This is an optimization exercise on Yosys and OpenROAD, whose aim is a short achievable clock period and few clock cycles, not a production implementation. Only simulation tests tie the RTL to the original design; equivalence was not proved. No activity file was given, so power comes from the tool's default toggle rates.

==> design/flow/design.v <==
package pipePkg;
	localparam int DATA_WIDTH = 16;
	localparam int REG_COUNT = 16;
	localparam int IMEM_DEPTH = 64;
	localparam int INSTR_WIDTH = 32;
	localparam int REG_ID_WIDTH = $clog2(REG_COUNT);
	localparam int PC_WIDTH = $clog2(IMEM_DEPTH);
	localparam int MOV_BIT = 31;
	localparam int SUB3_BIT = 30;
	localparam int ADD4_BIT = 29;
	localparam int ADD1_BIT = 28;
	localparam int DST_LSB = 4;
	localparam int SRC_LSB = 0;
	localparam int SKIP_WINDOW = 4;
	typedef logic [DATA_WIDTH-1:0] dataT;
	typedef logic [REG_ID_WIDTH-1:0] regIdT;
	typedef logic [REG_COUNT-1:0] regMaskT;
	typedef logic [PC_WIDTH-1:0] pcT;
	typedef logic [INSTR_WIDTH-1:0] instrT;
	typedef struct packed {
		logic sub;
		logic add;
		regIdT src;
		regIdT dst;
	} opT;
	localparam int OP_WIDTH = 2 + 2 * REG_ID_WIDTH;
endpackage
`timescale 1ns/1ns
module fetchStage (
	input logic CLK,
	input logic RSTB,
	input logic imemWrite,
	input pipePkg::pcT imemAddr,
	input pipePkg::instrT imemData,
	input logic run,
	input logic dValid,
	input pipePkg::regIdT dDst,
	output logic fValid,
	output pipePkg::opT fOp,
	output logic fMatch1,
	output logic fMatch2
);
	localparam int N = pipePkg::IMEM_DEPTH;
	localparam int K = pipePkg::SKIP_WINDOW;
	logic [N-1:0] valid;
	logic [N-1:0][pipePkg::OP_WIDTH-1:0] mem;
	pipePkg::opT newOp;
	assign newOp.sub = imemData[pipePkg::SUB3_BIT] | imemData[pipePkg::ADD1_BIT];
	assign newOp.add = imemData[pipePkg::ADD4_BIT] | imemData[pipePkg::ADD1_BIT];
	assign newOp.src = imemData[pipePkg::SRC_LSB +: pipePkg::REG_ID_WIDTH];
	assign newOp.dst = imemData[pipePkg::DST_LSB +: pipePkg::REG_ID_WIDTH];
	always_ff @(posedge CLK)
	begin
		for (int i = 0; i < N; i++)
		begin
			if (imemWrite && (imemAddr == pipePkg::pcT'(i)))
			begin
				valid[i] <= |imemData[pipePkg::ADD1_BIT +: 4];
				mem[i] <= newOp;
			end
		end
	end
	logic [N-1:0] pc;
	logic [N-1:0] pick;
	logic [N-1:0] pickNext;
	logic [N-1:0] pcNext;
	for (genvar i = 0; i < N; i++)
	begin : g_pick
		logic [K:0] clear;
		logic [K-1:0] hit;
		assign clear[0] = 1'b1;
		for (genvar m = 1; m <= K; m++)
		begin : g_clear
			assign clear[m] = clear[m-1] & ~valid[(i - m + N) % N];
		end
		for (genvar m = 0; m < K; m++)
		begin : g_hit
			assign hit[m] = pc[(i - m + N) % N] & clear[m];
		end
		assign pickNext[i] = valid[i] & (|hit);
		assign pcNext[i] = pickNext[(i - 1 + N) % N] | (pc[(i - K + N) % N] & clear[K]);
	end
	localparam int P = 2 * K;
	logic [P-1:0] preValid;
	logic [P:0] preStart;
	logic [P:0] prePick0;
	logic [P:0] preAfter0;
	logic [P:0] prePick1;
	logic [P:0] preAfter1;
	logic preAny0;
	pipePkg::opT preWord;
	logic stale;
	logic reload;
	assign preValid = valid[P-1:0];
	assign reload = !run || stale;
	function automatic logic [2*(P+1)-1:0] preStep(input logic [P:0] at, input logic [P-1:0] v);
		logic [P:0] picked;
		logic [P:0] after;
		logic clr;
		logic hit;
		picked = '0;
		after = '0;
		for (int i = 0; i < P; i++)
		begin
			hit = 1'b0;
			clr = 1'b1;
			for (int m = 0; m < K; m++)
			begin
				if (i - m >= 0)
					hit = hit | (at[i - m] & clr);
				if (i - m - 1 >= 0)
					clr = clr & ~v[i - m - 1];
			end
			picked[i] = v[i] & hit;
		end
		for (int i = 1; i <= P; i++)
		begin
			clr = 1'b1;
			for (int m = 1; m <= K; m++)
				if (i - m >= 0)
					clr = clr & ~v[i - m];
			after[i] = picked[i - 1] | ((i - K >= 0) ? (at[i - K] & clr) : 1'b0);
		end
		preStep = {picked, after};
	endfunction
	assign preStart = (P+1)'(1);
	assign {prePick0, preAfter0} = preStep(preStart, preValid);
	assign {prePick1, preAfter1} = preStep(preAfter0, preValid);
	assign preAny0 = |prePick0;
	always_comb
	begin
		preWord = '0;
		for (int i = 0; i < K; i++)
			preWord |= mem[i] & {pipePkg::OP_WIDTH{prePick0[i]}};
	end
	always_ff @(posedge CLK or negedge RSTB)
	begin
		if (!RSTB)
		begin
			pc <= N'(1);
			pick <= '0;
			stale <= 1'b0;
		end
		else
		begin
			if (reload)
			begin
				pc <= N'(preAfter1);
				pick <= N'(prePick1);
			end
			else
			begin
				pc <= pcNext;
				pick <= pickNext;
			end
			stale <= imemWrite && (imemAddr < pipePkg::pcT'(P));
		end
	end
	localparam int G = 8;
	localparam int SRC_LSB = pipePkg::REG_ID_WIDTH;
	logic [N/G-1:0][pipePkg::OP_WIDTH-1:0] grpWord;
	logic [N/G-1:0][pipePkg::OP_WIDTH-1:0] grpOp;
	logic [N/G-1:0] grpValid;
	pipePkg::opT word;
	always_comb
	begin
		for (int g = 0; g < N / G; g++)
		begin
			grpWord[g] = '0;
			for (int i = g * G; i < (g + 1) * G; i++)
				grpWord[g] |= mem[i] & {pipePkg::OP_WIDTH{pick[i]}};
		end
	end
	always_comb
	begin
		word = '0;
		for (int g = 0; g < N / G; g++)
			word |= grpOp[g];
	end
	logic match1;
	logic match2;
	always_comb
	begin
		match1 = 1'b0;
		match2 = 1'b0;
		for (int g = 0; g < N / G; g++)
		begin
			match1 |= grpValid[g] && (grpOp[g][SRC_LSB +: pipePkg::REG_ID_WIDTH] == fOp.dst);
			match2 |= grpValid[g] && (grpOp[g][SRC_LSB +: pipePkg::REG_ID_WIDTH] == dDst);
		end
		match1 &= fValid;
		match2 &= dValid;
	end
	always_ff @(posedge CLK or negedge RSTB)
	begin
		if (!RSTB)
		begin
			grpValid <= '0;
			fValid <= 1'b0;
		end
		else
		begin
			for (int g = 0; g < N / G; g++)
				grpValid[g] <= |pick[g * G +: G];
			if (reload)
				grpValid[0] <= preAny0;
			fValid <= run && !stale && (|grpValid);
		end
	end
	always_ff @(posedge CLK)
	begin
		grpOp <= grpWord;
		if (reload)
			grpOp[0] <= preWord;
		fOp <= word;
		fMatch1 <= match1;
		fMatch2 <= match2;
	end
endmodule
`timescale 1ns/1ns
module decodeStage (
	input logic CLK,
	input logic RSTB,
	input logic fValid,
	input pipePkg::opT fOp,
	input logic fMatch1,
	input logic fMatch2,
	input logic aSub,
	input logic aAdd,
	input pipePkg::regMaskT aSrc1h,
	output logic dValid,
	output logic dSub,
	output logic dAdd,
	output pipePkg::regMaskT dSrc1h,
	output pipePkg::regIdT dDst,
	output logic dChain,
	output pipePkg::regMaskT dRead1h,
	output logic dInc1,
	output logic dInc2,
	output logic [3:0][1:0] dNumAdd,
	output logic [3:0][1:0] dNumSub
);
	logic fromA;
	logic fromD;
	pipePkg::regMaskT src1h;
	pipePkg::regMaskT read1h;
	assign fromA = fMatch1 ? dChain : fMatch2;
	assign fromD = fMatch1 && !dChain;
	assign src1h = pipePkg::regMaskT'(1) << fOp.src;
	always_comb
	begin
		if (fromA)
			read1h = aSrc1h;
		else if (fromD)
			read1h = dSrc1h;
		else
			read1h = src1h;
	end
	always_ff @(posedge CLK or negedge RSTB)
	begin
		if (!RSTB)
			dValid <= 1'b0;
		else
			dValid <= fValid;
	end
	always_ff @(posedge CLK)
	begin
		dSub <= fOp.sub;
		dAdd <= fOp.add;
		dSrc1h <= src1h;
		dDst <= fOp.dst;
		dChain <= fMatch1;
		dRead1h <= read1h;
		dInc1 <= fMatch1;
		dInc2 <= fromA;
		dNumAdd[0] <= 2'(fOp.add);
		dNumAdd[1] <= 2'(fOp.add) + 2'(dAdd);
		dNumAdd[2] <= 2'(fOp.add) + 2'(aAdd);
		dNumAdd[3] <= 2'(fOp.add) + 2'(dAdd) + 2'(aAdd);
		dNumSub[0] <= 2'(fOp.sub);
		dNumSub[1] <= 2'(fOp.sub) + 2'(dSub);
		dNumSub[2] <= 2'(fOp.sub) + 2'(aSub);
		dNumSub[3] <= 2'(fOp.sub) + 2'(dSub) + 2'(aSub);
	end
endmodule
`timescale 1ns/1ns
module ex1Stage (
	input logic CLK,
	input logic RSTB,
	input logic dValid,
	input logic dSub,
	input logic dAdd,
	input pipePkg::regMaskT dSrc1h,
	input pipePkg::regIdT dDst,
	input pipePkg::regMaskT dRead1h,
	input logic dInc1,
	input logic dInc2,
	input logic [3:0][1:0] dNumAdd,
	input logic [3:0][1:0] dNumSub,
	input logic [pipePkg::REG_COUNT-1:0][pipePkg::DATA_WIDTH-1:0] regs,
	output logic aValid,
	output logic aSub,
	output logic aAdd,
	output pipePkg::regMaskT aSrc1h,
	output pipePkg::regIdT aDst,
	output pipePkg::dataT aOperand,
	output logic [4:0] aConst
);
	pipePkg::dataT operand;
	logic [1:0] numAdd;
	logic [1:0] numSub;
	logic [4:0] chainConst;
	always_comb
	begin
		operand = '0;
		for (int r = 0; r < pipePkg::REG_COUNT; r++)
			operand |= regs[r] & {pipePkg::DATA_WIDTH{dRead1h[r]}};
	end
	assign numAdd = dNumAdd[{dInc2, dInc1}];
	assign numSub = dNumSub[{dInc2, dInc1}];
	always_comb
	begin
		case ({numAdd, numSub})
			4'h0: chainConst = 5'd0;
			4'h1: chainConst = 5'd29;
			4'h2: chainConst = 5'd26;
			4'h3: chainConst = 5'd23;
			4'h4: chainConst = 5'd4;
			4'h5: chainConst = 5'd1;
			4'h6: chainConst = 5'd30;
			4'h7: chainConst = 5'd27;
			4'h8: chainConst = 5'd8;
			4'h9: chainConst = 5'd5;
			4'ha: chainConst = 5'd2;
			4'hb: chainConst = 5'd31;
			4'hc: chainConst = 5'd12;
			4'hd: chainConst = 5'd9;
			4'he: chainConst = 5'd6;
			default: chainConst = 5'd3;
		endcase
	end
	always_ff @(posedge CLK or negedge RSTB)
	begin
		if (!RSTB)
			aValid <= 1'b0;
		else
			aValid <= dValid;
	end
	always_ff @(posedge CLK)
	begin
		aSub <= dSub;
		aAdd <= dAdd;
		aSrc1h <= dSrc1h;
		aDst <= dDst;
		aOperand <= operand;
		aConst <= chainConst;
	end
endmodule
`timescale 1ns/1ns
module ex2Stage (
	input logic CLK,
	input logic RSTB,
	input logic aValid,
	input pipePkg::regIdT aDst,
	input pipePkg::dataT aOperand,
	input logic [4:0] aConst,
	output logic [pipePkg::REG_COUNT-1:0][pipePkg::DATA_WIDTH-1:0] regs,
	output logic wbWrite,
	output pipePkg::regIdT wbDst,
	output pipePkg::dataT wbData
);
	localparam int W = pipePkg::DATA_WIDTH;
	logic bValid;
	pipePkg::regIdT bDst;
	pipePkg::regMaskT bDst1h;
	logic [3:0] bLow;
	logic [W-5:0] bHigh;
	logic [W-5:0] bHighUp;
	logic [W-5:0] bHighDown;
	logic bUp;
	logic bDown;
	logic [4:0] lowSum;
	logic [W-5:0] high;
	pipePkg::dataT result;
	assign lowSum = 5'(aOperand[3:0]) + 5'(aConst[3:0]);
	always_ff @(posedge CLK or negedge RSTB)
	begin
		if (!RSTB)
			bValid <= 1'b0;
		else
			bValid <= aValid;
	end
	always_ff @(posedge CLK)
	begin
		bDst <= aDst;
		bDst1h <= pipePkg::regMaskT'(1) << aDst;
		bLow <= lowSum[3:0];
		bHigh <= aOperand[W-1:4];
		bHighUp <= aOperand[W-1:4] + 1'b1;
		bHighDown <= aOperand[W-1:4] - 1'b1;
		bUp <= lowSum[4] & ~aConst[4];
		bDown <= ~lowSum[4] & aConst[4];
	end
	always_comb
	begin
		if (bUp)
			high = bHighUp;
		else if (bDown)
			high = bHighDown;
		else
			high = bHigh;
	end
	assign result = {high, bLow};
	always_ff @(posedge CLK or negedge RSTB)
	begin
		if (!RSTB)
		begin
			for (int r = 0; r < pipePkg::REG_COUNT; r++)
				regs[r] <= '0;
		end
		else
		begin
			for (int r = 0; r < pipePkg::REG_COUNT; r++)
				if (bValid && bDst1h[r])
					regs[r] <= result;
		end
	end
	always_ff @(posedge CLK or negedge RSTB)
	begin
		if (!RSTB)
			wbWrite <= 1'b0;
		else
			wbWrite <= bValid;
	end
	always_ff @(posedge CLK)
	begin
		wbDst <= bDst;
		wbData <= result;
	end
endmodule
`timescale 1ns/1ns
module pipelineTop (
	input logic CLK,
	input logic RSTB,
	input logic imemWrite,
	input logic [5:0] imemAddr,
	input logic [31:0] imemData,
	input logic run,
	output logic wbWrite,
	output logic [3:0] wbDst,
	output logic [15:0] wbData
);
	logic fValid;
	pipePkg::opT fOp;
	logic fMatch1;
	logic fMatch2;
	logic dValid;
	logic dSub;
	logic dAdd;
	pipePkg::regMaskT dSrc1h;
	pipePkg::regIdT dDst;
	logic dChain;
	pipePkg::regMaskT dRead1h;
	logic dInc1;
	logic dInc2;
	logic [3:0][1:0] dNumAdd;
	logic [3:0][1:0] dNumSub;
	logic aValid;
	logic aSub;
	logic aAdd;
	pipePkg::regMaskT aSrc1h;
	pipePkg::regIdT aDst;
	pipePkg::dataT aOperand;
	logic [4:0] aConst;
	logic [pipePkg::REG_COUNT-1:0][pipePkg::DATA_WIDTH-1:0] regs;
	fetchStage i_fetchStage (
		.CLK(CLK),
		.RSTB(RSTB),
		.imemWrite(imemWrite),
		.imemAddr(imemAddr),
		.imemData(imemData),
		.run(run),
		.dValid(dValid),
		.dDst(dDst),
		.fValid(fValid),
		.fOp(fOp),
		.fMatch1(fMatch1),
		.fMatch2(fMatch2)
	);
	decodeStage i_decodeStage (
		.CLK(CLK),
		.RSTB(RSTB),
		.fValid(fValid),
		.fOp(fOp),
		.fMatch1(fMatch1),
		.fMatch2(fMatch2),
		.aSub(aSub),
		.aAdd(aAdd),
		.aSrc1h(aSrc1h),
		.dValid(dValid),
		.dSub(dSub),
		.dAdd(dAdd),
		.dSrc1h(dSrc1h),
		.dDst(dDst),
		.dChain(dChain),
		.dRead1h(dRead1h),
		.dInc1(dInc1),
		.dInc2(dInc2),
		.dNumAdd(dNumAdd),
		.dNumSub(dNumSub)
	);
	ex1Stage i_ex1Stage (
		.CLK(CLK),
		.RSTB(RSTB),
		.dValid(dValid),
		.dSub(dSub),
		.dAdd(dAdd),
		.dSrc1h(dSrc1h),
		.dDst(dDst),
		.dRead1h(dRead1h),
		.dInc1(dInc1),
		.dInc2(dInc2),
		.dNumAdd(dNumAdd),
		.dNumSub(dNumSub),
		.regs(regs),
		.aValid(aValid),
		.aSub(aSub),
		.aAdd(aAdd),
		.aSrc1h(aSrc1h),
		.aDst(aDst),
		.aOperand(aOperand),
		.aConst(aConst)
	);
	ex2Stage i_ex2Stage (
		.CLK(CLK),
		.RSTB(RSTB),
		.aValid(aValid),
		.aDst(aDst),
		.aOperand(aOperand),
		.aConst(aConst),
		.regs(regs),
		.wbWrite(wbWrite),
		.wbDst(wbDst),
		.wbData(wbData)
	);
endmodule
==> design/flow/run.sh <==
#!/bin/bash
# synth_recipe.tcl (not shown) runs the flow's synth.tcl, then flattens the netlist and writes it again
# the make line also repeats each setting of config.mk as NAME=value (left out here)
make -C /OpenROAD-flow-scripts/flow DESIGN_CONFIG=/design/flow/config.mk WORK_HOME=/design/flow/orfs CLKGATE_MAP_FILE= SYNTH_SCRIPT=/design/flow/synth_recipe.tcl finish
==> design/flow/config.mk <==
export PLATFORM = sky130hd
export DESIGN_NAME = pipelineTop
export DESIGN_NICKNAME = pipelineTop
export VERILOG_FILES = /design/flow/design.v
export SDC_FILE = /design/flow/constraint.sdc
export NUM_CORES = 4
export LEC_CHECK = 0
export CAP_MARGIN = 20
export CORE_MARGIN = 2
export CORE_UTILIZATION = 60
export CTS_CLUSTER_DIAMETER = 100
export CTS_CLUSTER_SIZE = 24
export HOLD_SLACK_MARGIN = 0.05
export SETUP_SLACK_MARGIN = 2.0
export SLEW_MARGIN = 20
==> design/flow/constraint.sdc <==
create_clock -name core_clock -period 3.6 [get_ports {CLK}]
set_input_delay 0.7200 -clock core_clock [delete_from_list [all_inputs] [get_ports {CLK}]]
set_output_delay 0.7200 -clock core_clock [all_outputs]
set_load 0.01 [all_outputs]
==> summary.txt, run 1 <==
Run status
  • Outcome: timing/DRC/antenna clean

Setup path
  • Crit path DAT: 1220 ps
  • Slowest cell on the critical path: dfrtp_1
  • Data required time of the critical path: around 2900 ps
  • Crit-path cells: buf_6
  • Worst path max stage delay: roughly 430 ps
  • Setup Crit Path Kind: register to output pin
  • Top cell family by delay on the critical path: flip-flops
  • Type of origin of the critical path: register
  • Crit path capture type: output pin
  • Crit path max fanout: 1
  • Bufs and invs on worst path: 1

STA
  • Worst Skew: ~26 ps
  • Worst hold slack: 111 ps
  • Crit path time final: around 1900 ps
  • Max-slew violations: 0
  • Period Utilization, post-route: 0.538
  • RSZ-0062 raised after global routing: true
  • Fin. Hold Viols: 0
  • Fmax: just over 500 MHz
  • Worst slew pin tran: between 900 and 1000 ps
  • Final setup vio count: 0
  • Fin Setup TNS: 0 ps
  • Relative slew slack: 0.356

Die
  • Row count: ~110
  • Die height: roughly 290 µm
  • Initial core utilization: 0.606
  • Die ar.: between 0.08 and 0.09 mm²
  • I/O pin cnt: 63
  • Die span in x: 292 µm
  • Core area: about 0.082 mm²

Clock network
  • TritonCTS sink count: between 1000 and 1500
  • Htree depth: 3
  • Clock latency on the worst-skew pair: approximately 660 ps
  • Clock transition at path regs: 100 ps
  • CTS buffer count: 67
  • Root Buffer: clkbuf_16
  • Hold-fix buffers, CTS: 0
  • CTS tree: done
  • Clock Path Buffers: 3

Final layout
  • Final instance area: around 0.057 mm²
  • Share of layout cells above drive strength 1: 0.165
  • Fill cells: 5581
  • Area Overhead vs Synth: 14.7%
  • Multi-input gate area: between 0.01 and 0.015 mm²
  • Register area: roughly 0.037 mm²
  • Fin nets: around 3800

Power and ir drop
  • VDD IR max: approximately 0.48 mV
  • Int Pwr: about 23000 µW
  • Sw frac: 0.248
  • Sequential power share: 0.614
  • Combinational Power Share: 0.103
  • Pwr/cell area: 526 mW/mm²
  • Clk pwr share: 0.283
  • Sw Pwr: 7440 µW
  • Leakage power: between 0.02 and 0.025 µW

Synth
  • Main synth FF type: edfxtp_1
  • Post-synth EDFFs: 704
  • Cells after synthesis: ~3600
  • Yosys cell types: 65
  • Mean Syn Cell Area: ~14 µm²
  • Sequential area share after synthesis: 0.733
  • Syn Nets: about 3600
  • Synth async-reset ratio: 0.291
  • YS warnings: 4
  • #FFs+latches synth: about 1400
  • Post-Synthesis Cell Area: ~0.050 mm²

Global routing
  • Pin count of the biggest net entering global routing: about 100
  • Global routing usage on met1: 0.436
  • GRT Overall Usage: 0.316
  • Vias in the first global route: 31100
  • First-pass GRT wire length: approximately 200000 µm
  • Met3 GRT Util: 0.0458
  • Initial antenna violation count: 4
  • Grt met2 use: 0.517
  • Layer with the highest usage: met2
  • Grt ovf: 0

Place
  • IO Port Bufs: 42
  • Placement Cell Area: between 0.05 and 0.06 mm²
  • GPL Wtd Cong: 0.877
  • Dpl hpwl: 83500 µm

Drt
  • Vias per cell: 6.49
  • Final ANT Viol Nets: 0
  • Drt total wl: around 140000 µm
  • Via count: around 32000
  • Drt pass-1 iters: 6
  • Drt wl/cell: between 20 and 30 µm
  • Iter 0 DRT Violations: 3619
  • DRC: 0

Hold path
  • Hold crit path type: input pin to asynchronous set/reset pin

Flow run
  • Max_cap viols: 0
## kinds of logic after synthesis
| family | share of synthesized area |
|---|---|
| XOR/XNOR | 0.0151 |
| buffers and inverters | 0.0216 |
| multiplexers | 0.0204 |
| AO/OA/AOI/OAI | 0.130 |
| flip-flops | 0.733 |
| AND/OR/NAND/NOR | 0.0750 |
| adder cells (fa/ha/maj) | 0.00498 |
## final cells by class
cell class                 instances  share of cell area
antenna                            1           0.0000439
clock buffer                     117              0.0330
clock inverter                     7             0.00158
inverter                          75             0.00493
multi-input combinational       1918               0.236
sequential                      1370               0.640
tap                             1070              0.0235
timing repair buffer             306              0.0609
## synthesized netlist by cell type, drive strengths merged (67+ instances only)
cell type	n	area (µm²)
edfxtp	704	21100
dfrtp	397	9930
nand2	306	1150
a22oi	302	2270
dfxtp	268	5370
o21ai	235	1180
nor2	189	709
clkbuf	155	582
a221oi	95	832
nand4	90	563
a21oi	86	464
inv	75	282
a22o	74	648
mux2	67	754
## timing repair
action | 4_1_cts | 5_1_grt
pin swaps | 61 | 39
setup endpoints to repair | 1293 | 735
resized for setup | 236 | 97
buffers inserted | 111 | 57
gates cloned | 12 | 10
## cell usage in the layout, fill, tap and decap left out, types with 59 or more instances in the layout
| cell type | Yosys | layout |
|---|---|---|
| nor2_4 | 0 | 59 |
| clkbuf_16 | 0 | 71 |
| a22o_1 | 74 | 74 |
| a21oi_1 | 77 | 74 |
| nor2_1 | 189 | 125 |
| a221oi_1 | 95 | 84 |
| dfrtp_1 | 397 | 388 |
| dfxtp_1 | 268 | 240 |
| a22oi_1 | 302 | 301 |
| o21ai_1 | 227 | 225 |
| edfxtp_1 | 704 | 704 |
| nand4_1 | 90 | 90 |
| buf_12 | 0 | 70 |
| nand2_1 | 306 | 279 |
| buf_4 | 1 | 147 |
## metrics by stage
| stage | utilization | instances | total power (µW) | worst slack, ps |
|---|---|---|---|---|
| 2_1_floorplan | - | 3550 | 20200 | 1590 |
| 3_3_place_gp | 0.634 | 4549 | 21200 | 491 |
| 3_5_place_dp | 0.634 | 4549 | 21400 | 429 |
| 4_1_cts | 0.681 | 4796 | 29800 | 1630 |
| 5_1_grt | 0.695 | 4863 | 31100 | 1630 |
| 6_report | 0.695 | 4864 | 30000 | 1660 |
## power by group through the flow
stage	sequential [µW]	clock (µW)	combinational (µW)
2_1_floorplan	18400	0	1760
3_3_place_gp	18700	0	2510
3_5_place_dp	18700	0	2620
4_1_cts	18400	8580	2840
5_1_grt	18600	9130	3370
6_report	18400	8480	3090
## metal layers
layer | wire [µm] | up-vias
met5 | 8 | -
met4 | 5580 | 2
met3 | 11400 | 294
met2 | 65800 | 1530
met1 | 54100 | 15900
li1 | - | 13800
## state kept, by name, summed over array words and instances (netlist names), 5 cells and up
name	cells
i_fetchStage.mem	640
i_ex2Stage.regs	256
i_fetchStage.grpOp	80
i_fetchStage.pc	64
i_fetchStage.pick	64
i_fetchStage.valid	64
i_decodeStage.dRead1h	16
i_decodeStage.dSrc1h	16
i_ex1Stage.aOperand	16
i_ex1Stage.aSrc1h	16
i_ex2Stage.bDst1h	16
i_ex2Stage.wbData	16
i_ex2Stage.bHighUp	12
i_ex2Stage.bHigh	12
i_ex2Stage.bHighDown	11
i_fetchStage.fOp	10
i_fetchStage.grpValid	8
i_decodeStage.dNumAdd	7
i_decodeStage.dNumSub	7
i_ex1Stage.aConst	5
## final timing paths
check | start | endpoint | slack [ps] | depth (start not counted)
max in group asynchronous | RSTB | i_ex2Stage.regs[114]$_DFFE_PN0P_ | 2540 | 2
hold reg to reg | i_decodeStage.dSrc1h[10]$_DFF_P_ | i_ex1Stage.aSrc1h[10]$_DFF_P_ | 350 | 0
hold / removal | RSTB | i_ex2Stage.regs[121]$_DFFE_PN0P_ | 110 | 1
setup / recovery | i_ex2Stage.wbWrite$_DFF_PN0_ | wbWrite | 1660 | 1
setup reg to reg | i_fetchStage.valid[1]$_DFFE_PP_ | i_fetchStage.grpOp[7]$_DFF_P_ | 1850 | 7
min in group core_clock | i_decodeStage.dSrc1h[10]$_DFF_P_ | i_ex1Stage.aSrc1h[10]$_DFF_P_ | 350 | 0
Testbench counts, summed over its fixed seeds: cycles 6,273.
==> run 2, diff against run 1 <==
--- a/design/flow/config.mk
+++ b/design/flow/config.mk
@@ -9,5 +9,5 @@
 export CORE_MARGIN = 2
-export CORE_UTILIZATION = 60
-export CTS_CLUSTER_DIAMETER = 100
-export CTS_CLUSTER_SIZE = 24
+export CORE_UTILIZATION = 70
+export CTS_CLUSTER_DIAMETER = 80
+export CTS_CLUSTER_SIZE = 30
 export HOLD_SLACK_MARGIN = 0.05
==> run 2 against run 1 <==
Against the previous run: global-route usage up 3.4 points; critical endpoint is now i_fetchStage.mem[218]$_DFFE_PP_; sequential cell count unchanged; power is 3.2% lower; clock power decreased by 11%; non-clock buffer count down 86; highest routed layer unchanged; clock-buffer cell count decreased by 26; largest power group unchanged.
==> summary.txt, run 2 <==
Run status
  • Outcome: timing/DRC/antenna clean

STA
  • Worst Skew: 40.6 ps (+14.5 ps)
  • Max-slew violations: 0 (unchanged)
  • Fin. Hold Viols: 0 (unchanged)
  • Period Utilization, post-route: 0.544 (+0.00632)
  • Setup WS post-layout: 1640 ps (-22.8 ps)
  • Final setup vio count: 0 (unchanged)
  • Crit path time final: 1960 ps (+22.8 ps)
  • Worst slew pin tran: 1100 ps (+144 ps)
  • Fmax: 511 MHz (-1.2%)
  • Relative slew slack: 0.264 (-0.0913)
  • Fin Setup TNS: 0 ps (unchanged)
  • RSZ-0062 raised after global routing: true

Global routing
  • Pin count of the biggest net entering global routing: 83 (-16%)
  • Vias in the first global route: 31300 (+0.61%)
  • First-pass GRT wire length: 192000 µm (-3.5%)
  • Grt ovf: 0 (unchanged)
  • GRT Overall Usage: 0.350 (+0.0337)
  • Initial antenna violation count: 3 (-1)

Final layout
  • Area Overhead vs Synth: 12.1%
  • Share of layout cells above drive strength 1: 0.147 (-0.0184)
  • Fin nets: 3699 (-2.6%)
  • Most common cell after layout, fill and taps aside: edfxtp_1
  • Most frequent cells in the layout: edfxtp_1, dfrtp_1, a22oi_1, nand2_1, o21ai_1
  • Largest registers: i_fetchStage.mem (640), i_ex2Stage.regs (256), i_fetchStage.grpOp (80)
  • Max reg flops: 640 (unchanged)
  • Antenna cells: 0 (-1)
  • Top reg by flops: i_fetchStage.mem

Drt
  • Drt wl/cell: 27.8 µm (-1.4%)
  • Iter 0 DRT Violations: 4429 (+22%)
  • Via count: 31700 (+0.24%)
  • Final ANT Viol Nets: 0 (unchanged)
  • Vias per cell: 6.85 (+5.5%)
  • DRC: 0 (unchanged)
  • Drt pass-1 iters: 8 (+2)
  • Drt total wl: 128000 µm (-6.2%)

Synth
  • Synth area leader: edfxtp_1
  • Sequential area share after synthesis: 0.733 (unchanged)
  • Cells after synthesis: 3550 (unchanged)
  • Most common cell in the netlist: edfxtp_1
  • Main synth FF type: edfxtp_1
  • Post-Synthesis Cell Area: 0.0498 mm² (unchanged)
  • #FFs+latches synth: 1370 (unchanged)
  • YS warnings: 4 (unchanged)
  • Syn Nets: 3610 (unchanged)
  • Largest cells by area after synthesis: edfxtp_1, dfrtp_1, dfxtp_1
  • Share of the synthesized area in the top cell type: 0.425 (unchanged)
  • Synth async-reset ratio: 0.291 (unchanged)
  • List of most frequent post-synthesis cells: edfxtp_1, dfrtp_1, nand2_1
  • Post-synth EDFFs: 704 (unchanged)
  • Yosys cell types: 65 (unchanged)
  • Mean Syn Cell Area: 14.0 µm² (unchanged)

Clock network
  • Clock Path Buffers: 3 (unchanged)
  • TritonCTS sink count: 1370 (unchanged)
  • Clock transition at path regs: 110 ps (about the same)
  • CTS tree: done
  • CTS buffer count: 52 (-22%)
  • Htree depth: 2 (-1)
  • Clock latency on the worst-skew pair: 670 ps (about the same)
  • Hold-fix buffers, CTS: 0 (unchanged)
  • Root Buffer: clkbuf_16

Die
  • Row count: 97 (-7.6%)
  • Die span in x: 271 µm (-7.3%)
  • I/O pin cnt: 63 (unchanged)
  • Initial core utilization: 0.709 (+0.103)
  • Die height: 271 µm (-7.3%)
  • Die ar.: 0.0732 mm² (-14%)
  • Core area: 0.0701 mm² (-15%)

Hold path
  • Hold crit path type: input pin to asynchronous set/reset pin

Setup path
  • Crit-path cells: dlygate4sd2_1 > or2_2
  • Type of origin of the critical path: input pin
  • Slowest cell on the critical path: dlygate4sd2_1
  • Data required time of the critical path: 3960 ps (+1080 ps)
  • Crit path capture type: register
  • Bufs and invs on worst path: 1 (unchanged)
  • Setup Crit Path Kind: input pin to register
  • Crit path max fanout: 32 (+31)
  • Top cell family by delay on the critical path: buffers and inverters
  • Worst path max stage delay: 840 ps (+410 ps)
  • Crit path DAT: 2320 ps (+1100 ps)

Flow run
  • Max_cap viols: 0 (unchanged)

Power and ir drop
  • VDD IR max: 0.487 mV (+1.5%)
  • Pwr/cell area: 521 mW/mm² (-0.91%)
  • Leakage power: 0.0215 µW (-2.8%)

Place
  • IO Port Bufs: 42 (unchanged)
  • Place WS: 520 ps (+91.4 ps)
  • Dpl hpwl: 78500 µm (-6.0%)
  • GPL Wtd Cong: 0.870 (-0.82%)
run 2: metrics by stage:
step	utilization	instance area [µm²]	std cells	hold slack (ps)	total power, µW
final	0.795	55700	4623	40.9	29000
after global routing	0.795	55700	4623	84.1	30100
after CTS	0.786	55100	4594	57.5	28800
after detailed placement	0.738	51800	4398	316	21300
after global placement	0.738	51800	4398	315	21100
after floorplan	-	50600	3550	310	20200
run 2: power breakdown:
group / internal (µW) / total, µW / switching, µW
Clock: 3070 / 7550 / 4480
Sequential: 17600 / 18500 / 897
Combinational: 1290 / 2970 / 1690
Total: 22000 / 29000 / 7060
run 2: cell families after synthesis:
logic type / Yosys count / share of synthesized area
xor+xnor: 86 / 0.0151
fa+ha+maj: 18 / 0.00498
mux: 90 / 0.0204
buf+inv: 272 / 0.0216
simple gates: 794 / 0.0750
compound gates: 920 / 0.130
flops: 1370 / 0.733
run 2: final timing paths:
path | from | end | slack (ps) | cells past startpoint
worst max-delay path | imemData[29] | i_fetchStage.mem[218]$_DFFE_PP_ | 1640 | 2
worst min-delay path | RSTB | i_ex2Stage.regs[56]$_DFFE_PN0P_ | 40 | 1
worst max register to register | i_fetchStage.valid[1]$_DFFE_PP_ | i_fetchStage.pc[5]$_DFF_PN0_ | 1800 | 6
worst min register to register | i_ex2Stage.bDst[2]$_DFF_P_ | i_ex2Stage.wbDst[2]$_DFF_P_ | 340 | 0
max in group asynchronous | RSTB | i_ex2Stage.regs[175]$_DFFE_PN0P_ | 2570 | 2
min in group core_clock | i_ex2Stage.bDst[2]$_DFF_P_ | i_ex2Stage.wbDst[2]$_DFF_P_ | 340 | 0
run 2: timing repair:
| item | in CTS | in global routing |
|---|---|---|
| gates resized for setup | 267 | 67 |
| endpoints found under the setup margin | 1207 | 668 |
| setup buffers | 85 | 24 |
| pin swaps | 59 | 34 |
| cloned | 13 | 5 |
run 2: worst register-to-register path: stages (launching register included):
cell and delay [ps]:
edfxtp_1 530, ha_4 240, nand2b_4 140, a22oi_2 150
nor2_1 90, o311a_1 370, or2_1 210
run 2: cell type report:
class | count | area [µm²]
sequential | 1370 | 36600
fill | 3897 | 14400
multi-input combinational | 1920 | 13500
timing repair buffer | 220 | 2650
clock buffer | 91 | 1530
tap | 940 | 1180
inverter | 75 | 282
clock inverter | 7 | 92.6
run 2: routing by layer:
| layer | vias up | global-route usage | wire length (µm) |
|---|---|---|---|
| li1 | 13600 | - | - |
| met3 | 407 | 0.0543 | 12300 |
| met2 | 1930 | 0.576 | 62600 |
| met5 | - | 0 | 26 |
| met4 | 4 | 0.161 | 6870 |
| met1 | 15700 | 0.466 | 46600 |
==> run 3, diff against run 2 <==
--- a/design/flow/design.v
+++ b/design/flow/design.v
@@ -51,2 +51,8 @@
 	assign newOp.dst = imemData[pipePkg::DST_LSB +: pipePkg::REG_ID_WIDTH];
+	logic [N-1:0] wordWrite;
+	always_comb
+	begin
+		for (int i = 0; i < N; i++)
+			wordWrite[i] = imemWrite && (imemAddr == pipePkg::pcT'(i));
+	end
 	always_ff @(posedge CLK)
@@ -55,7 +61,6 @@
 		begin
-			if (imemWrite && (imemAddr == pipePkg::pcT'(i)))
-			begin
-				valid[i] <= |imemData[pipePkg::ADD1_BIT +: 4];
-				mem[i] <= newOp;
-			end
+			valid[i] <= (valid[i] & ~wordWrite[i])
+				| ((|imemData[pipePkg::ADD1_BIT +: 4]) & wordWrite[i]);
+			mem[i] <= (mem[i] & ~{pipePkg::OP_WIDTH{wordWrite[i]}})
+				| (newOp & {pipePkg::OP_WIDTH{wordWrite[i]}});
 		end
--- a/design/flow/config.mk
+++ b/design/flow/config.mk
@@ -9,5 +9,5 @@
 export CORE_MARGIN = 2
-export CORE_UTILIZATION = 70
-export CTS_CLUSTER_DIAMETER = 80
-export CTS_CLUSTER_SIZE = 30
+export CORE_UTILIZATION = 60
+export CTS_CLUSTER_DIAMETER = 100
+export CTS_CLUSTER_SIZE = 24
 export HOLD_SLACK_MARGIN = 0.05
==> run 3 against run 2 <==
Against the previous run: critical path type is now register to output pin; largest cell class unchanged; register-to-register slack about the same; via count decreased by 1.3%; critical endpoint is now wbWrite; highest routed layer unchanged; sequential power about the same; still clean on timing, DRC and antenna; clock power increased by 12%.
==> summary.txt, run 3 <==
Run status
  • Outcome: timing/DRC/antenna clean

Final layout
  • Fin util: 0.687 (-0.108)
  • Area Overhead vs Synth: 13.4%
  • Most frequent cells in the layout: edfxtp_1, dfrtp_1, a22oi_1, nand2_1, dfxtp_1
  • Fin nets: 3736 (+1.0%)
  • Most common cell after layout, fill and taps aside: edfxtp_1
  • Share of layout cells above drive strength 1: 0.160 (+0.0134)
  • Antenna cells: 0 (unchanged)

STA
  • Fin Setup TNS: 0 ps (unchanged)
  • Worst Skew: 28.7 ps (-11.8 ps)
  • Setup WS post-layout: 1730 ps (+83.6 ps)
  • Relative slew slack: 0.315 (+0.0505)
  • Fmax: 534 MHz (+4.5%)
  • Crit path time final: 1870 ps (-83.6 ps)
  • RSZ-0062 raised after global routing: true
  • Worst slew pin tran: 1030 ps (-74.2 ps)
  • Fin. Hold Viols: 0 (unchanged)
  • Max-slew violations: 0 (unchanged)
  • Period Utilization, post-route: 0.521 (-0.0232)
  • Final setup vio count: 0 (unchanged)

Drt
  • Via count: 31200 (-1.3%)
  • Final ANT Viol Nets: 0 (unchanged)
  • Drt pass-1 iters: 6 (-2)
  • Drt total wl: 134000 µm (+4.6%)
  • Vias per cell: 6.51 (-4.9%)
  • DRC: 0 (unchanged)
  • Iter 0 DRT Violations: 3461 (-22%)
  • Drt wl/cell: 28.0 µm (+0.74%)

Setup path
  • Crit path max fanout: 1 (-97%)
  • Setup Crit Path Kind: register to output pin
  • Type of origin of the critical path: register
  • Slowest cell on the critical path: dfrtp_1
  • Bufs and invs on worst path: 1 (unchanged)
  • Top cell family by delay on the critical path: flip-flops
  • Data required time of the critical path: 2880 ps (-1080 ps)
  • Crit path capture type: output pin
  • Crit path DAT: 1150 ps (-1170 ps)
  • Crit-path cells: buf_2
  • Worst path max stage delay: 380 ps (-460 ps)

Die
  • Die span in x: 292 µm (+7.9%)
  • Die height: 292 µm (+7.9%)
  • I/O pin cnt: 63 (unchanged)
  • Die ar.: 0.0852 mm² (+16%)
  • Core area: 0.0821 mm² (+17%)
  • Initial core utilization: 0.606 (-0.104)
  • Row count: 105 (+8.2%)

Synth
  • Synth area leader: edfxtp_1
  • Largest cells by area after synthesis: edfxtp_1, dfrtp_1, dfxtp_1
  • Syn Nets: 3606 (-0.11%)
  • YS warnings: 4 (unchanged)
  • Most common cell in the netlist: edfxtp_1
  • Sequential area share after synthesis: 0.733 (about the same)
  • Synth async-reset ratio: 0.291 (unchanged)
  • Main synth FF type: edfxtp_1
  • Post-Synthesis Cell Area: 0.0497 mm² (about the same)
  • Yosys cell types: 63 (-3.1%)
  • List of most frequent post-synthesis cells: edfxtp_1, dfrtp_1, nand2_1
  • #FFs+latches synth: 1370 (unchanged)
  • Cells after synthesis: 3546 (-0.11%)
  • Post-synth EDFFs: 704 (unchanged)
  • Mean Syn Cell Area: 14.0 µm² (about the same)
  • Share of the synthesized area in the top cell type: 0.425 (about the same)

Place
  • Place WS: 551 ps (+30.3 ps)
  • GPL Wtd Cong: 0.869 (about the same)
  • IO Port Bufs: 42 (unchanged)
  • Dpl hpwl: 83100 µm (+5.8%)

Clock network
  • Htree depth: 3 (+1)
  • Root Buffer: clkbuf_16
  • TritonCTS sink count: 1370 (unchanged)
  • Clock latency on the worst-skew pair: 650 ps (-20 ps)
  • Hold-fix buffers, CTS: 0 (unchanged)
  • CTS tree: done
  • Clock Path Buffers: 3 (unchanged)
  • CTS buffer count: 67 (+29%)
  • Clock transition at path regs: 100 ps (about the same)

Power and ir drop
  • Leakage power: 0.0218 µW (+1.3%)
  • VDD IR max: 0.468 mV (-4.0%)
  • Pwr/cell area: 526 mW/mm² (+0.98%)
  • Total Power: 29700 µW (+2.2%)

Flow run
  • Max_cap viols: 0 (unchanged)

Global routing
  • Vias in the first global route: 30600 (-2.1%)
  • First-pass GRT wire length: 197000 µm (+2.4%)
  • Pin count of the biggest net entering global routing: 82 (-1.2%)
  • Initial antenna violation count: 2 (-1)
  • GRT Overall Usage: 0.311 (-0.0386)
  • Grt ovf: 0 (unchanged)

Hold path
  • Hold crit path type: input pin to asynchronous set/reset pin
run 3: changes by cell type in the layout (fill, tap and decap cells not counted), sizes merged, moves of 5 or more:
cell / previous run / this run
a21oi: 86 / 93
o21ai: 235 / 230
clkbuf: 97 / 120
nor2: 189 / 196
inv: 78 / 68
buf: 208 / 237
run 3: area by class of cell:
| cell class | instances | area, µm² |
|---|---|---|
| Sequential cell | 1370 | 36500 |
| Fill cell | 5546 | 25700 |
| Multi-Input combinational cell | 1924 | 13400 |
| Timing Repair Buffer | 247 | 2910 |
| Clock buffer | 117 | 1890 |
| Tap cell | 1070 | 1340 |
| Inverter | 66 | 250 |
| Clock inverter | 6 | 96.3 |
run 3: what timing repair did:
item	CTS	global route
resized for setup	207	91
buffers inserted	108	20
endpoints found under the hold margin	0	0
setup endpoints to repair	1135	662
pin swaps	63	24
cloned	7	10
run 3: stage by stage:
step           cells  cell area [µm²]  hold slack [ps]
6_report        4800            56400             31.7
3_3_place_gp    4532            52000              323
4_1_cts         4770            55800             54.6
5_1_grt         4800            56400             84.5
2_1_floorplan   3546            50500              310
3_5_place_dp    4532            52000              315
run 3: final timing paths:
kind,end,startpoint,slack (ps),cells after the start
max,wbWrite,i_ex2Stage.wbWrite$_DFF_PN0_,1730,1
min,i_ex2Stage.regs[189]$_DFFE_PN0P_,RSTB,30,1
max reg2reg,i_fetchStage.pc[5]$_DFF_PN0_,register,1810,7
min reg2reg,i_ex2Stage.wbDst[1]$_DFF_P_,i_ex2Stage.bDst[1]$_DFF_P_,330,0
max in group asynchronous,i_ex2Stage.regs[34]$_DFFE_PN0P_,RSTB,2520,2
min in group core_clock,i_ex2Stage.wbDst[1]$_DFF_P_,i_ex2Stage.bDst[1]$_DFF_P_,330,0
run 3: where the power goes:
group	internal (µW)	switching [µW]	total, µW
logic	1180	1580	2760
clock network	3660	4780	8440
registers	17600	868	18500
total	22400	7220	29700
run 3: cells by family after synthesis:
| group | count (synthesis) | synth area share |
|---|---|---|
| DFF | 1370 | 0.733 |
| AOI/OAI and AO/OA | 922 | 0.130 |
| and+or+nand+nor | 801 | 0.0756 |
| buffers and inverters | 260 | 0.0207 |
| muxes | 89 | 0.0201 |
| xor gates and xnor gates | 86 | 0.0151 |
| adders and majority gates | 18 | 0.00498 |
run 3: metal layers:
metal	track usage	vias up	part of all wire	wire length [µm]
met5	0	-	0.000082	11
met2	0.519	1461	0.49	65700
met4	0.113	2	0.043	5720
met3	0.0356	293	0.075	10100
met1	0.427	15800	0.39	52800
li1	-	13700	-	-
Testbench counts of run 3, summed over its fixed seeds: cycles 6,273.

-- afterwards: timing with drivers on the ports --
No port has a modelled driver above. Below, the same layouts with a new extraction and two added sets of constraints. Step 1 (the two cells are an assumption about what drives the block):
set clk [get_ports {CLK}]
set_driving_cell -lib_cell sky130_fd_sc_hd__clkbuf_16 $clk
set_driving_cell -lib_cell sky130_fd_sc_hd__buf_2 [delete_from_list [all_inputs] $clk]
Step 2 adds t to the input delays and takes it off the output delays; t is the mean of the earliest and latest rising clock arrival at the registers after step 1. Input paths then give back, and output paths get back, about the clock's delay inside the block. Three values: ideal, step 1, step 2; two values: the first two.
| run | t, ns | setup slack, ns | worst setup path after step 2 | latest minus earliest clock arrival (ns) | worst slew at a driven data input, ns |
|---|---|---|---|---|---|
| run 1 | 0.716 | 1.665 / 1.594 / 1.184 | input to register | 0.032 / 0.031 | 0.05 |
| run 2 | 0.716 | 1.642 / 1.619 / 0.975 | input to register | 0.043 / 0.043 | 0.07 |
| run 3 | 0.708 | 1.726 / 1.651 / 1.260 | input to register | 0.031 / 0.031 | 0.05 |
After both steps setup and hold are still met in every run listed. The setup slack of run 2, which loses most, moves by -0.023 ns with the drivers and by -0.667 ns with both steps.
